Source: an optimization exercise on an open RTL-to-GDS flow (aim: small area, a short achievable clock period and few clock cycles per item). Production flows keep margins and buffers that such runs may drop. Function was checked by simulation only, so behaviour that the tests miss may differ from the original. Power figures rest on the tool's default switching activity, not on a simulated workload.

==> job 5254 <==
## cnn_top
module cnn_top (
    input  logic              clk,
    input  logic              rst,
    input  logic              load_en,
    input  logic [6:0]        load_addr,
    input  logic signed [7:0] load_data,
    input  logic              start,
    input  logic [1:0]        class_sel,
    output logic signed [7:0] score,
    output logic              conv_done,
    output logic              pool_done,
    output logic              dense_done
);
clock: 12.0 ns
lec_check: 0
cap_margin: 20
core_margin: 2
core_utilization: 60
setup_slack_margin: 5
slew_margin: 20
synth_hierarchical: 1
synth_minimum_keep_size: 0
standard.sh (not shown) runs the stock make flow with config.mk's settings and CLKGATE_MAP_FILE= SYNTH_SCRIPT=/design/flow/synth_recipe.tcl, a recipe that flattens the netlist after the stock synthesis.
==> flow/flow/run.sh <==
#!/bin/bash
set -euo pipefail
bash standard.sh SETUP_SLACK_MARGIN=6.4 "BUFFER_PORTS_ARGS=-buffer_cell sky130_fd_sc_hd__buf_4" finish > standard_flow.log 2>&1
==> job 6961: changes against job 5254 <==
--- a/flow/design.v
+++ b/flow/design.v
@@ -2540,25 +2540,39 @@
         if (busy && rdy && !rst)
         begin
             score_q[0] <= sat5(aalt);
             score_q[2] <= sat5(acur);
             score_q[1] <= sat5(balt);
             score_q[3] <= sat5(bcur);
         end
     end
-    assign score      = score_q[class_sel];
+    logic [7:0] m01, m23;
+    for (genvar b = 0; b < 8; b++)
+    begin : g_score
+        inv_mux u_m01 (.a(score_q[0][b]), .b(score_q[1][b]), .s(class_sel[0]), .y(m01[b]));
+        inv_mux u_m23 (.a(score_q[2][b]), .b(score_q[3][b]), .s(class_sel[0]), .y(m23[b]));
+        inv_mux u_out (.a(m01[b]), .b(m23[b]), .s(class_sel[1]), .y(score[b]));
+    end
     assign conv_done  = done;
     assign pool_done  = done;
     assign dense_done = done;
 endmodule
 module ring_sel (
     input  logic nb,
     input  logic sh,
     input  logic wd,
     input  logic we,
     input  logic q,
     input  logic hold,
     output logic d
 );
     assign d = (sh & nb) | (we & wd) | (hold & q);
 endmodule
+module inv_mux (
+    input  logic a,
+    input  logic b,
+    input  logic s,
+    output logic y
+);
+    assign y = ~(s ? b : a);
+endmodule
 `default_nettype wire
==> flow/flow/run.sh (replaced) <==
#!/bin/bash
set -euo pipefail
bash standard.sh SETUP_SLACK_MARGIN=6.6 "BUFFER_PORTS_ARGS=-buffer_cell sky130_fd_sc_hd__buf_4" finish > standard_flow.log 2>&1
==> flow/config.mk (replaced) <==
export PLATFORM = sky130hd
export DESIGN_NAME = cnn_top
export DESIGN_NICKNAME = cnn_top
export VERILOG_FILES = /design/flow/design.v
export SDC_FILE = /design/flow/constraint.sdc
export NUM_CORES = 4
export LEC_CHECK = 0
export CAP_MARGIN = 20
export CORE_MARGIN = 2
export CORE_UTILIZATION = 60
export CTS_BUF_LIST = sky130_fd_sc_hd__clkbuf_8
export SETUP_SLACK_MARGIN = 5
export SLEW_MARGIN = 20
export SYNTH_HIERARCHICAL = 1
export SYNTH_MINIMUM_KEEP_SIZE = 0
==> impl_metrics.csv <==
group,metric,value,unit
outcome,status,"complete, no violations",
power_and_ir_drop,comb-power,0.00997,W
power_and_ir_drop,p_switching,0.00787,W
drt,route.detailed.wl_per_inst,24.7,um
synth,yosys.cell_types.count,78,
synth,yosysTopAreaCellShare,23.4,%
floorplanning,die_height,336,um
placement,globalplace.congestion,0.895,
power_and_ir_drop,combPwrFrac,49.2,%
finish,multiInputGateArea,31700,sq um
synth,synth_compound_area_share,12.9,%
power_and_ir_drop,power_frac_clock,20.5,%
critical_path,worstSetupPathDepth,3,
finish,fraction_of_area_in_multi_input_gates,44.6,%
critical_path,path_cells,"buf_12, mux4_2, buf_4",
critical_path,critPathSlowestCell,"sky130_fd_sc_hd__mux4_2",
finish,postLayoutCoreUtil,65.2,%
clock_tree,clock_tree.root_cell,"sky130_fd_sc_hd__clkbuf_16",
That was job 5254.
==> impl_metrics.csv <==
group,metric,value,unit
synth,synth_compound_area_share,12.6,%
critical_path,critPathSlowestCell,"sky130_fd_sc_hd__mux2i_1",
critical_path,family_with_the_most_delay_on_the_worst_path,"multiplexers",
timing,rsz_0062_raised_after_global_routing,"true",
power_and_ir_drop,comb-power,0.0103,W
critical_path,path_cells,"buf_16, mux2i_2, mux2i_1, buf_4",
finish,fraction_of_area_in_multi_input_gates,44.7,%
power_and_ir_drop,power_frac_clock,18.7,%
clock_tree,clock_tree.root_cell,"sky130_fd_sc_hd__clkbuf_8",
drt,route.detailed.wl_per_inst,24.4,um
power_and_ir_drop,p_switching,0.00805,W
timing,fin_hold_ws,325,ps
power_and_ir_drop,combPwrFrac,50.9,%
placement,globalplace.congestion,0.895,
synth,yosys.cell_types.count,67,
placement,numPortBuffers,31,
floorplanning,die_height,335,um
outcome,status,"complete, no violations",
finish,postLayoutCoreUtil,65.1,%
That was job 6961.
Testbench counts of job 5254, summed over its fixed seeds: cycles 9,360, frames 128.
Testbench counts of job 6961, summed over its fixed seeds: cycles 9,360, frames 128.

==> inputs of job 2160 <==
cnn_top, a different RTL version from the one above (not shown whole).
clock: 12.0 ns
lec_check: 0
cap_margin: 20
core_margin: 2
core_utilization: 60
setup_slack_margin: 5
slew_margin: 20
==> flow/flow/run.sh <==
#!/bin/bash
set -euo pipefail
bash standard.sh SETUP_SLACK_MARGIN=6.4 "BUFFER_PORTS_ARGS=-buffer_cell sky130_fd_sc_hd__buf_4" finish > standard_flow.log 2>&1
==> job 6520: changes against job 2160 <==
==> flow/run.sh (new file) <==
#!/bin/bash
# synth_recipe.tcl (not shown) runs the flow's synth.tcl, then flattens the netlist and writes it again
# the make line also repeats each setting of config.mk as NAME=value (left out here)
make -C /OpenROAD-flow-scripts/flow DESIGN_CONFIG=/design/flow/config.mk WORK_HOME=/design/flow/orfs CLKGATE_MAP_FILE= SYNTH_SCRIPT=/design/flow/synth_recipe.tcl finish
--- a/flow/config.mk
+++ b/flow/config.mk
@@ -9,3 +9,3 @@
 export CORE_MARGIN = 2
-export CORE_UTILIZATION = 60
+export CORE_UTILIZATION = 40
 export SETUP_SLACK_MARGIN = 5
removed: flow/flow/run.sh
removed: flow/standard.sh
==> job 4186: changes against job 2160 <==
==> flow/run.sh (new file) <==
#!/bin/bash
# synth_recipe.tcl (not shown) runs the flow's synth.tcl, then flattens the netlist and writes it again
# the make line also repeats each setting of config.mk as NAME=value (left out here)
make -C /OpenROAD-flow-scripts/flow DESIGN_CONFIG=/design/flow/config.mk WORK_HOME=/design/flow/orfs CLKGATE_MAP_FILE= SYNTH_SCRIPT=/design/flow/synth_recipe.tcl finish
removed: flow/flow/run.sh
removed: flow/standard.sh
==> qor summary <==
item                                                                 job 4186        job 6520        job 2160
Result of the run                                              finished clean  finished clean  finished clean
Critical R2R Launch                                                   pool[6]         pool[4]         pool[3]
Hold path start                                                        cy2[0]          cy1[0]          cy1[0]
Relative contribution of combinational cells to total power             44.2%           44.2%           44.9%
Share of the clock period used by the worst path after layout           55.6%           55.5%           47.0%
Flop+latch power                                                      6410 uW         6420 uW         6410 uW
Tapcell count                                                            1524            2325            1524
Power density over the cells                                      253 mW/mm^2     249 mW/mm^2     252 mW/mm^2
# fillers                                                                9232           16400            9275
Sw Share                                                                38.2%           38.1%           38.7%
Final critical-path required period                                   6.67 ns         6.66 ns         5.64 ns
Final clock-cell share                                                  6.09%           5.92%           5.85%
Placed instance area                                              0.0714 mm^2     0.0725 mm^2     0.0714 mm^2
Total Routing Usage GR                                                  28.3%           19.2%           28.5%
Sequential share of cell area                                           40.4%           39.9%           40.4%
Testbench counts of job 2160, summed over its fixed seeds: cycles 9,360, frames 128.
Testbench counts of job 6520, summed over its fixed seeds: cycles 9,360, frames 128.
Testbench counts of job 4186, summed over its fixed seeds: cycles 9,360, frames 128.

==> ember: inputs <==
Another version of the RTL of cnn_top (not shown whole).
Design cnn_top, start of the top module:
module cnn_top (
    input  logic              clk,
    input  logic              rst,
    input  logic              load_en,
    input  logic [6:0]        load_addr,
    input  logic signed [7:0] load_data,
    input  logic              start,
    input  logic [1:0]        class_sel,
    output logic signed [7:0] score,
    output logic              conv_done,
    output logic              pool_done,
    output logic              dense_done
);
export LEC_CHECK = 0
export CAP_MARGIN = 20
export CORE_MARGIN = 2
export CORE_UTILIZATION = 50
export CTS_BUF_LIST = sky130_fd_sc_hd__clkbuf_16
export CTS_CLUSTER_DIAMETER = 120
export CTS_CLUSTER_SIZE = 24
export SETUP_SLACK_MARGIN = 5
export SLEW_MARGIN = 20
export SYNTH_HIERARCHICAL = 1
export SYNTH_MINIMUM_KEEP_SIZE = 0
create_clock -name core_clock -period 12.0 [get_ports {clk}]
==> flow/flow/run.sh <==
#!/bin/bash
set -euo pipefail
bash standard.sh SETUP_SLACK_MARGIN=7.0 "BUFFER_PORTS_ARGS=-buffer_cell sky130_fd_sc_hd__buf_4" \
    "CTS_ARGS=-sink_clustering_enable -repair_clock_nets -buf_list sky130_fd_sc_hd__clkbuf_16 -sink_clustering_size 24 -sink_clustering_max_diameter 120 -dont_use_dummy_load" \
    finish > standard_flow.log 2>&1
==> zinc (differences from ember) <==
==> flow/run.sh (new file) <==
#!/bin/bash
# synth_recipe.tcl (not shown) runs the flow's synth.tcl, then flattens the netlist and writes it again
# the make line also repeats each setting of config.mk as NAME=value (left out here)
make -C /OpenROAD-flow-scripts/flow DESIGN_CONFIG=/design/flow/config.mk WORK_HOME=/design/flow/orfs CLKGATE_MAP_FILE= SYNTH_SCRIPT=/design/flow/synth_recipe.tcl finish
removed: flow/flow/run.sh
removed: flow/standard.sh
==> comparison table <==
metric                                                        ember        zinc
Result of the run                  no timing/DRC/antenna violations  no timing/DRC/antenna violations
Buffering overhead                                           0.0129     0.00917
Crit path to                                               score[1]    score[4]
Number of antenna repair diodes                                   2           0
Pwr per Cell Area                                        171 nW/µm²  174 nW/µm²
Final clock-cell share                                       0.0214      0.0251
Delay of the slowest cell on the worst path                 0.23 ns     1.03 ns
DR vias/cell                                                   6.24        6.16
Clock latency on the worst-skew pair                        0.70 ns     0.73 ns
Sequential cell area share                                    0.386       0.387
Number of filler instances in the final layout                11069       11291
Repair and plain buffers                                         90          71
Signal arrival time at the worst endpoint                   3.01 ns     4.37 ns
Min-Delay Endpoint                                               r2          c2
Number of iterations in the first detailed-routing pass          12          11
Share of cell area taken by multi-input logic gates           0.507       0.505
Fin util                                                      0.529       0.526
M3 GR Usage                                                  0.0291      0.0291
Clock buffer count from CTS                                      57          58
Routed wire per std cell                                    24.0 µm     23.5 µm
First-pass GRT wire length                                   272 mm      267 mm
Relative slew margins                                         0.265       0.264
Final critical-path required period                         5.41 ns     6.77 ns
Internal Dissipation                                        7.45 mW     7.52 mW
Reg2reg end                                                 cy2[11]     cy3[10]
Testbench counts of ember, summed over its fixed seeds: cycles 9,360, frames 128.
Testbench counts of zinc, summed over its fixed seeds: cycles 9,360, frames 128.

re-timing with driven ports:
The results above use ideal ports. As a check the final layouts listed here were re-extracted and re-timed, cells and wires unchanged.
Step 1: set_driving_cell puts a clkbuf_16 on clk and a buf_2 on each other input, an assumption about the parent block.
Step 2 times the ports against the registers' clock, not the clock port: input delays grow and output delays shrink by t, the midpoint of the rising clock arrivals with the driver on.
Three values: ideal, step 1, step 2; two values: the first two.
run | t (ns) | setup slack, ns | worst hold slack (ns) | worst setup path at the end | pins driven straight from the clock port
job 5254 | 0.829 | 6.428 / 6.361 / 5.902 | 0.338 / 0.338 / 0.338 | input to register | 1
job 6961 | 0.950 | 6.577 / 6.422 / 5.749 | 0.325 / 0.325 / 0.325 | input to register | 1
job 2160 | 0.814 | 6.360 / 6.294 / 5.939 | 0.326 / 0.326 / 0.326 | input to register | 1
job 6520 | 0.827 | 5.341 / 5.309 / 5.309 | 0.327 / 0.327 / 0.327 | input to output | 1
job 4186 | 0.824 | 5.332 / 5.302 / 5.222 | 0.343 / 0.343 / 0.343 | input to register | 1
ember | 0.745 | 6.591 / 6.436 / 6.344 | 0.354 / 0.354 / 0.354 | input to register | 1
zinc | 0.776 | 5.227 / 5.200 / 4.901 | 0.361 / 0.361 / 0.361 | input to register | 1
After both steps setup and hold are still met in every run listed. For job 6961, which loses most, drivers alone change the setup slack by -0.155 ns; drivers and shift together by -0.828 ns.
